This design comes from an exercise in tuning for small area on the open sky130 flow, not from production work. The RTL of this run was laid out without a check of its function. Power and IR drop assume default switching activity.

File: flow/config.mk
export PLATFORM = sky130hd
export DESIGN_NAME = stick_top
export DESIGN_NICKNAME = stick_top
export VERILOG_FILES = /design/flow/design.v
export SDC_FILE = /design/flow/constraint.sdc
export NUM_CORES = 4
export LEC_CHECK = 0
export CAP_MARGIN = 20
export CORE_MARGIN = 2
export CORE_UTILIZATION = 40
export SLEW_MARGIN = 20
File: flow/constraint.sdc
create_clock -name core_clock -period 6.0 [get_ports {i_sysclk}]
set_input_delay 1.2000 -clock core_clock [delete_from_list [all_inputs] [get_ports {i_sysclk}]]
set_output_delay 1.2000 -clock core_clock [all_outputs]
set_load 0.01 [all_outputs]
File: flow/design.v
`timescale 1ns/1ps
`default_nettype none
module cmd_regs #(
	parameter int NUM_CH = 4
) (
	input  logic                  i_sysclk,
	input  logic                  i_phy_rst_n,
	input  logic                  i_cmd_valid,	 
	input  logic [31:0]           i_cmd,		 
	output logic                  o_sync_on,
	output logic [NUM_CH*80-1:0]  o_cfg,
	output logic [NUM_CH-1:0]     o_pdwn,
	output logic [2:0]            o_hv
);
	localparam logic [4:0] OP_ZND_DELAY  = 5'd1;	 
	localparam logic [4:0] OP_PULSE_W    = 5'd2;	 
	localparam logic [4:0] OP_DATA_DELAY = 5'd3;	 
	localparam logic [4:0] OP_SMAX       = 5'd4;	 
	localparam logic [4:0] OP_WORDS      = 5'd5;	 
	localparam logic [4:0] OP_OFFSET     = 5'd6;	 
	localparam logic [4:0] OP_POWER      = 5'd7;	 
	localparam logic [4:0] OP_SYNC       = 5'd16;	 
	localparam int PWR_HV_LSB = 4;
	logic [4:0]  op;		 
	logic [1:0]  ch;		 
	logic [23:0] arg;
	logic        cmd_set;	 
	assign op      = i_cmd[30:26];
	assign ch      = i_cmd[25:24];
	assign arg     = i_cmd[23:0];
	assign cmd_set = i_cmd_valid && i_cmd[31];	 
	always_ff @(posedge i_sysclk or negedge i_phy_rst_n)
	begin
		if (!i_phy_rst_n)
		begin
			o_pdwn    <= '0;	 
			o_hv      <= '0;	 
			o_sync_on <= 1'b0;
		end
		else if (cmd_set)
		begin
			case (op)
				OP_POWER:
				begin
					o_pdwn <= arg[NUM_CH-1:0];
					o_hv   <= arg[PWR_HV_LSB +: 3];
				end
				OP_SYNC:
					o_sync_on <= arg[0];
				default: ;	 
			endcase
		end
	end
	always_ff @(posedge i_sysclk or negedge i_phy_rst_n)
	begin
		if (!i_phy_rst_n)
			o_cfg <= '0;
		else if (cmd_set)
		begin
			for (int i = 0; i < NUM_CH; i++)
			begin
				if (ch == 2'(i))	 
				begin
					case (op)
						OP_ZND_DELAY:  o_cfg[i*80+56 +: 24] <= arg;
						OP_PULSE_W:    o_cfg[i*80+48 +: 8]  <= arg[7:0];
						OP_DATA_DELAY: o_cfg[i*80+24 +: 24] <= arg;
						OP_SMAX:       o_cfg[i*80+16 +: 8]  <= arg[7:0];
						OP_WORDS:      o_cfg[i*80+8 +: 8]   <= arg[7:0];
						OP_OFFSET:     o_cfg[i*80+0 +: 8]   <= arg[7:0];
						default: ;	 
					endcase
				end
			end
		end
	end
endmodule
`default_nettype wire
`timescale 1ns/1ps
`default_nettype none
module sync_gen #(
	parameter int SYNC_BIT = 20	 
) (
	input  logic i_sysclk,
	input  logic i_phy_rst_n,
	input  logic i_sync_on,
	output logic o_msync_n,		 
	output logic o_sync_stb		 
);
	logic [SYNC_BIT:0] cnt_q;		 
	logic              msync_d;		 
	assign o_msync_n = i_sync_on ? cnt_q[SYNC_BIT] : 1'b1;
	always_ff @(posedge i_sysclk or negedge i_phy_rst_n)
	begin
		if (!i_phy_rst_n)
		begin
			cnt_q      <= '0;
			msync_d    <= 1'b1;
			o_sync_stb <= 1'b0;
		end
		else
		begin
			cnt_q      <= cnt_q + 1'b1;
			msync_d    <= o_msync_n;
			o_sync_stb <= msync_d & ~o_msync_n;	 
		end
	end
endmodule
`default_nettype wire
`timescale 1ns/1ps
`default_nettype none
module znd_chan (
	input  logic        i_sysclk,
	input  logic        i_phy_rst_n,
	input  logic        i_sync_stb,
	input  logic [79:0] i_cfg,		 
	input  logic        i_pdwn,		 
	output logic        o_imp_a,
	output logic        o_imp_b_n,
	output logic        o_imp_c,
	output logic        o_imp_d_n,
	output logic        o_enz_n
);
	localparam logic [1:0] ZND_IDLE  = 2'd0;
	localparam logic [1:0] ZND_WAIT  = 2'd1;	 
	localparam logic [1:0] ZND_PULSE = 2'd2;	 
	logic [23:0] znd_delay;
	logic [7:0]  pulse_w;
	logic [1:0]  state_q;
	logic [23:0] dly_q;	 
	logic [7:0]  wid_q;	 
	assign znd_delay = i_cfg[79:56];
	assign pulse_w   = i_cfg[55:48];
	always_ff @(posedge i_sysclk or negedge i_phy_rst_n)
	begin
		if (!i_phy_rst_n)
		begin
			state_q   <= ZND_IDLE;
			dly_q     <= '0;
			wid_q     <= '0;
			o_imp_a   <= 1'b0;
			o_imp_b_n <= 1'b1;
		end
		else if (i_pdwn || (i_sync_stb && pulse_w == '0))
		begin
			state_q   <= ZND_IDLE;	 
			o_imp_a   <= 1'b0;
			o_imp_b_n <= 1'b1;
		end
		else if (i_sync_stb)	 
		begin
			wid_q     <= pulse_w - 8'd1;
			dly_q     <= znd_delay - 24'd1;
			o_imp_a   <= (znd_delay == '0);
			o_imp_b_n <= (znd_delay != '0);
			state_q   <= (znd_delay == '0) ? ZND_PULSE : ZND_WAIT;
		end
		else
		begin
			case (state_q)
				ZND_WAIT:
					if (dly_q == '0)
					begin
						state_q   <= ZND_PULSE;	 
						o_imp_a   <= 1'b1;
						o_imp_b_n <= 1'b0;
					end
					else
						dly_q <= dly_q - 24'd1;
				ZND_PULSE:
					if (wid_q == '0)
					begin
						state_q   <= ZND_IDLE;	 
						o_imp_a   <= 1'b0;
						o_imp_b_n <= 1'b1;
					end
					else
						wid_q <= wid_q - 8'd1;
				default: ;
			endcase
		end
	end
	assign o_imp_c   = o_imp_a;		 
	assign o_imp_d_n = o_imp_b_n;
	assign o_enz_n   = o_imp_b_n;	 
endmodule
`default_nettype wire
`timescale 1ns/1ps
`default_nettype none
module acq_chan (
	input  logic        i_sysclk,
	input  logic        i_phy_rst_n,
	input  logic        i_sync_stb,
	input  logic [79:0] i_cfg,		 
	input  logic        i_pdwn,
	input  logic [11:0] i_adc,		 
	output logic        o_valid,	 
	output logic [19:0] o_word,		 
	output logic        o_cmpl,		 
	output logic        o_en,
	output logic        o_doffs,
	output logic        o_soffs_n
);
	localparam logic [1:0] ACQ_IDLE  = 2'd0;
	localparam logic [1:0] ACQ_WAIT  = 2'd1;	 
	localparam logic [1:0] ACQ_GROUP = 2'd2;	 
	logic [23:0] data_delay;
	logic [7:0]  smax_num;
	logic [7:0]  words_num;
	logic [7:0]  offset;
	logic [1:0]  state_q;
	logic [23:0] dly_q;		 
	logic [7:0]  pos_q;		 
	logic [7:0]  wcnt_q;	 
	logic [11:0] max_q;		 
	logic [11:0] grp_max;	 
	logic [11:0] offs;		 
	logic        run_ok;	 
	logic        last_smp;	 
	logic        last_word;
	assign data_delay = i_cfg[47:24];
	assign smax_num   = i_cfg[23:16];
	assign words_num  = i_cfg[15:8];
	assign offset     = i_cfg[7:0];
	assign run_ok    = !i_pdwn && (smax_num != '0) && (words_num != '0);
	assign grp_max   = (pos_q == '0 || i_adc > max_q) ? i_adc : max_q;	 
	assign offs      = {4'd0, offset};
	assign last_smp  = (pos_q == smax_num - 8'd1);
	assign last_word = (wcnt_q == words_num - 8'd1);
	always_ff @(posedge i_sysclk or negedge i_phy_rst_n)
	begin
		if (!i_phy_rst_n)
		begin
			state_q <= ACQ_IDLE;
			dly_q   <= '0;
			pos_q   <= '0;
			wcnt_q  <= '0;
			o_valid <= 1'b0;
			o_cmpl  <= 1'b0;
		end
		else
		begin
			o_valid <= 1'b0;	 
			o_cmpl  <= 1'b0;
			if (!run_ok)
				state_q <= ACQ_IDLE;
			else if (i_sync_stb)
			begin
				pos_q   <= '0;
				wcnt_q  <= '0;
				dly_q   <= data_delay - 24'd1;
				state_q <= (data_delay == '0) ? ACQ_GROUP : ACQ_WAIT;
			end
			else
			begin
				case (state_q)
					ACQ_WAIT:
						if (dly_q == '0)
							state_q <= ACQ_GROUP;	 
						else
							dly_q <= dly_q - 24'd1;
					ACQ_GROUP:
						if (last_smp)
						begin
							o_valid <= 1'b1;
							pos_q   <= '0;		 
							if (last_word)
							begin
								o_cmpl  <= 1'b1;
								state_q <= ACQ_IDLE;
							end
							else
								wcnt_q <= wcnt_q + 8'd1;
						end
						else
							pos_q <= pos_q + 8'd1;
					default: ;
				endcase
			end
		end
	end
	always_ff @(posedge i_sysclk)
	begin
		if (state_q == ACQ_GROUP)
		begin
			max_q <= grp_max;
			if (last_smp)
			begin
				o_word[19:12] <= wcnt_q;
				o_word[11:0]  <= (grp_max > offs) ? grp_max - offs : '0;	 
			end
		end
	end
	assign o_en      = (state_q == ACQ_GROUP);
	assign o_doffs   = (state_q == ACQ_WAIT);	 
	assign o_soffs_n = ~o_doffs;
endmodule
`default_nettype wire
`timescale 1ns/1ps
`default_nettype none
module stick_top #(
	parameter int NUM_CH   = 4,
	parameter int SYNC_BIT = 11
) (
	input  logic                     i_sysclk,
	input  logic                     i_phy_rst_n,
	input  logic                     i_cmd_valid,
	input  logic [31:0]              i_cmd,		 
	input  logic [NUM_CH*12-1:0]     i_adc,
	output logic                     o_msync_n,
	output logic [2:0]               o_hpwon,
	output logic [NUM_CH-1:0]        o_pdwn,
	output logic [NUM_CH-1:0]        o_phase_a,
	output logic [NUM_CH-1:0]        o_phase_b_n,
	output logic [NUM_CH-1:0]        o_phase_c,
	output logic [NUM_CH-1:0]        o_phase_d_n,
	output logic [NUM_CH-1:0]        o_nenz,
	output logic [NUM_CH-1:0]        o_acq_valid,
	output logic [NUM_CH-1:0]        o_acq_cmpl,
	output logic [NUM_CH-1:0]        o_en,
	output logic [NUM_CH-1:0]        o_doffs,
	output logic [NUM_CH-1:0]        o_soffs_n,
	output logic [NUM_CH*20-1:0]     o_acq_word	 
);
	logic [NUM_CH*80-1:0] cfg;		 
	logic                 sync_on;
	logic                 sync_stb;	 
	cmd_regs #(
		.NUM_CH(NUM_CH)
	) u_cmd_regs (
		.i_sysclk    (i_sysclk),
		.i_phy_rst_n (i_phy_rst_n),
		.i_cmd_valid (i_cmd_valid),
		.i_cmd       (i_cmd),
		.o_sync_on   (sync_on),
		.o_cfg       (cfg),
		.o_pdwn      (o_pdwn),
		.o_hv        (o_hpwon)
	);
	sync_gen #(
		.SYNC_BIT(SYNC_BIT)
	) u_sync_gen (
		.i_sysclk    (i_sysclk),
		.i_phy_rst_n (i_phy_rst_n),
		.i_sync_on   (sync_on),
		.o_msync_n   (o_msync_n),
		.o_sync_stb  (sync_stb)
	);
	for (genvar g = 0; g < NUM_CH; g++)
	begin : g_ch
		znd_chan u_znd (
			.i_sysclk    (i_sysclk),
			.i_phy_rst_n (i_phy_rst_n),
			.i_sync_stb  (sync_stb),
			.i_cfg       (cfg[g*80 +: 80]),
			.i_pdwn      (o_pdwn[g]),
			.o_imp_a     (o_phase_a[g]),
			.o_imp_b_n   (o_phase_b_n[g]),
			.o_imp_c     (o_phase_c[g]),
			.o_imp_d_n   (o_phase_d_n[g]),
			.o_enz_n     (o_nenz[g])
		);
		acq_chan u_acq (
			.i_sysclk    (i_sysclk),
			.i_phy_rst_n (i_phy_rst_n),
			.i_sync_stb  (sync_stb),
			.i_cfg       (cfg[g*80 +: 80]),
			.i_pdwn      (o_pdwn[g]),
			.i_adc       (i_adc[g*12 +: 12]),
			.o_valid     (o_acq_valid[g]),
			.o_word      (o_acq_word[g*20 +: 20]),
			.o_cmpl      (o_acq_cmpl[g]),
			.o_en        (o_en[g]),
			.o_doffs     (o_doffs[g]),
			.o_soffs_n   (o_soffs_n[g])
		);
	end
endmodule
`default_nettype wire
File: flow/run.sh
#!/bin/bash
# synth_recipe.tcl (not shown) runs the flow's synth.tcl, then flattens the netlist and writes it again
# the make line also repeats each setting of config.mk as NAME=value (left out here)
make -C /OpenROAD-flow-scripts/flow DESIGN_CONFIG=/design/flow/config.mk WORK_HOME=/design/flow/orfs CLKGATE_MAP_FILE= SYNTH_SCRIPT=/design/flow/synth_recipe.tcl finish
==> summary.txt <==
## registers in the layout, indices dropped and copies added, names as in the netlist, 3 cells and up
| signal | cells |
|---|---|
| g_ch.u_acq.dly_q | 96 |
| g_ch.u_acq.max_q | 48 |
| g_ch.u_acq.o_cmpl | 4 |
| g_ch.u_acq.o_valid | 4 |
| g_ch.u_acq.o_word | 80 |
| g_ch.u_acq.pos_q | 32 |
| g_ch.u_acq.state_q | 8 |
| g_ch.u_acq.wcnt_q | 32 |
| g_ch.u_znd.dly_q | 96 |
| g_ch.u_znd.o_imp_b_n | 4 |
| g_ch.u_znd.state_q | 8 |
| g_ch.u_znd.wid_q | 32 |
| u_cmd_regs.o_cfg | 320 |
| u_cmd_regs.o_hv | 3 |
| u_cmd_regs.o_pdwn | 4 |
| u_sync_gen.cnt_q | 12 |
## layer usage
metal / part of all wire (%) / GRT usage (%) / up-vias
li1: - / - / 17700
met1: 47 / 28.9 / 18200
met2: 46 / 32.9 / 794
met3: 4.4 / 2.74 / 191
met4: 2.8 / 6.26 / 0
met5: 0 / 0 / -
## final timing paths
kind	slack, ns	startpoint	end
hold reg to reg	0.46	u_sync_gen.cnt_q[8]$_DFF_PN0_	u_sync_gen.cnt_q[8]$_DFF_PN0_
max in group asynchronous	4.17	i_phy_rst_n	u_cmd_regs.o_cfg[163]$_DFFE_PN0P_
setup reg to reg	1.27	g_ch[3].u_acq.max_q[1]$_DFFE_PP_	g_ch[3].u_acq.o_word[10]$_SDFFCE_PP0P_
hold / removal	0.46	u_sync_gen.cnt_q[8]$_DFF_PN0_	u_sync_gen.cnt_q[8]$_DFF_PN0_
setup / recovery	0.65	i_adc[37]	g_ch[3].u_acq.o_word[10]$_SDFFCE_PP0P_
min in group asynchronous	0.53	i_phy_rst_n	u_cmd_regs.o_cfg[306]$_DFFE_PN0P_
## metrics by stage
stage / cell area (um2) / total power (uW) / hold WS [ns] / setup slack, ns / cells
finish: 53500 / 19500 / 0.464 / 0.650 / 6556
global route: 53500 / 20800 / 0.487 / 0.271 / 6555
CTS: 53500 / 19700 / 0.462 / 0.762 / 6553
detailed placement: 50300 / 13700 / 0.450 / 0.0464 / 6381
floorplan: 47000 / 12100 / 0.423 / 0.569 / 4831
global placement: 50300 / 13600 / 0.457 / 0.215 / 6381
## power groups by stage
| stage | Sequential [uW] | Clock [uW] | Combinational, uW |
|---|---|---|---|
| after floorplan | 6890 | 0 | 5220 |
| after global placement | 7160 | 0 | 6400 |
| after detailed placement | 7180 | 0 | 6540 |
| after CTS | 7100 | 6000 | 6570 |
| after global routing | 7230 | 6220 | 7390 |
| final | 7110 | 5860 | 6580 |
## cells in the mapped netlist (all sizes together) (19+ instances only)
cell type and count:
a2111oi 19, a211oi 23, a21boi 20, a21o 25, a21oi 272, a22oi 79, a31oi 36, and2 29
and3 36, buf 136, clkbuf 114, dfrtp 653, edfxtp 128, ha 125, inv 200, mux2 379
mux2i 73, nand2 273, nand2b 33, nand3 93, nand4 63, nor2 477, nor2b 47, nor3 250
nor3b 65, nor4 116, o211ai 24, o21a 36, o21ai 377, o22a 45, o22ai 38, or2 19
or3 28, xnor2 171, xor2 161
## cells by family after synthesis
kind of cell | count (synthesis) | synth area share [%]
multiplexers | 452 | 10.7
AND/OR/NAND/NOR | 1591 | 17.3
XOR/XNOR | 332 | 6.19
AO/OA/AOI/OAI | 1091 | 14.8
flip-flops | 786 | 43.3
buffers and inverters | 450 | 4.34
adder cells (fa/ha/maj) | 129 | 3.50
## cell type report
class / count / area, um2 / area share (%)
diodes: 3 / 7.51 / 0.0140
repair buffers: 276 / 2690 / 5.02
multi-input cells: 3595 / 24700 / 46.1
clock buffers: 125 / 2660 / 4.97
flip-flops and latches: 786 / 20300 / 38.0
well taps: 1524 / 1910 / 3.56
clock inverters: 47 / 513 / 0.958
inverters: 200 / 756 / 1.41
==> summary.txt <==
Peak VDD IR=0.234 mV; Worst setup EP type=flop; vias in the first global route=35.5k; CTS Buf Count=between 90 and 100; Setup Viol. Count Final=0; CTS tree=yes; CTS Sinks=~800; Clock Pin Slew Worst Setup and Hold Paths=roughly 0.060 ns; Hold Fails Final Rpt=0; IO Pins=211; Int Pwr=roughly 12000 uW; Critical-path top delay cell=clkdlybuf4s50_1; Initial Util=40.4%; Yosys top cell by area=dfrtp_1; commonest non-fill, non-tap cell in the layout=dfrtp_1; worst slew pin tran=1.10 ns; GRT Residual Overflow=0; syn_nets=5043; Synth Warn #=4; Port Buffers=between 200 and 250; Most used DFF post-synth=dfrtp_1; post-synth cell types=109; Iteration-0 DRC Markers=2898; Setup Skew=0.0255 ns; hold crit path type=flop to flop; critical path buffer and inverter count=3; net switching power=7070 uW; RSZ-0062 raised after global routing=no; Power Density=approximately 370 nW/um2; syn_area_per_cell=9.72 um2; Slew Viols, Final=0; HPWL after detailed placement=83000 um; max cap viols=0; worst skew pair latency=0.68 ns; die span in x=347 um; first-pass GRT wire length=200000 um; sequential fraction of the synthesis area=43.3%; combinational share of power=about a third; EDFF count, synth=128; P&R area growth vs syn=14.0%; Hold Buf Count CTS=0; Resized cells post-CTS=0; initial antenna violation count=9; switching part of the total=36.2%; worst hold path depth=1; largest net degree at the start of global routing=167; WP depth=22; layout filler cell count=about 11k; die height=347 um; final wirelength=approximately 130000 um; Global Route Usage Sum=20.5%; Startpoint Class=input pin; run status=no timing/DRC/antenna violations; fin util=46.0%; CTS H-tree lvls=3; Synth Instances=4831; wire per inst=19.2 um; crit-path leading delay family=compound AO/OA/AOI/OAI gates; Yosys top cell area share=34.8%; asr flop ratio synth=83.7%; setup TNS=0 ns; Setup Fix Bufs, Post-CTS=0; post-synthesis sequential element count=786; Reg2Reg Depth=22; Required @ worst endpoint=6.49 ns; synth top area cells=dfrtp_1 35%, mux2_2 9.1%, edfxtp_1 8.2%, o21ai_0 3.8%, nor2_1 3.8%; crit path time final=5.35 ns; CP Max Fanout=13; Vias=around 37k; critical path type=input pin to flop; CP Cell Sequence=clkdlybuf4s50_1, ha_1, nor2b_1, o21a_1, o21a_1, o21ai_0, a31oi_1, nor2_1, buf_4, nor2_1, a21oi_1, ha_1, inv_1, fa_1, a21o_1, a21oi_1, nor2b_1, o21ai_0, a21boi_0, nor3_1, xnor2_1, a221oi_1; fin nets=between 5k and 6k; ratio of cells with drive above 1 in the final layout=14.3%; Longest Clk Path Bufs=3; Root Driver=clkbuf_16; Final Cycle Share=89.2%; Leakage Power=roughly 0.023 uW; Worst EP arrival=~6 ns; Antenna Nets Post-Route=0; Relative slew margins=26.6%; DRC Markers=0; commonest non-fill, non-tap cells in the layout=652 x dfrtp_1, 471 x nor2_1, 379 x mux2_2; # rows=between 100 and 150; sequential power share=36.4%; share of total power in the clock network=a little under a third; DRT Pass-1 Iters=6; vias per cell=5.62; Post-Syn Area=47000 um2; Fmax achieved=187 MHz; area of the core=between 100000 and 150000 um2; GP Congestion=0.841; die area=120000 um2; worst stage delay on the critical path=0.45 ns

==> afterwards: timing with drivers on the ports <==
How much do the figures lean on ideal ports? The routed layout below was timed once more, with nothing changed but the port constraints. Step 1 (the two cells are an assumption about what drives the block):
set clk [get_ports {i_sysclk}]
set_driving_cell -lib_cell sky130_fd_sc_hd__clkbuf_16 $clk
set_driving_cell -lib_cell sky130_fd_sc_hd__buf_2 [delete_from_list [all_inputs] $clk]
Step 2 times the ports against the registers' clock, not the clock port: input delays grow and output delays shrink by t, the midpoint of the rising clock arrivals with the driver on. a / b / c = ideal / step 1 / step 2; a / b = the first two.
t, ns: 0.732
slack for setup (ns): 0.650 / 0.690 / -0.042
clock arrival spread, ns: 0.026 / 0.026
pins driven straight from the clock port: 1
With both steps, setup timing fails in this run, where it was met with ideal ports. For this run, drivers alone change the setup slack by +0.040 ns; drivers and shift together by -0.692 ns.
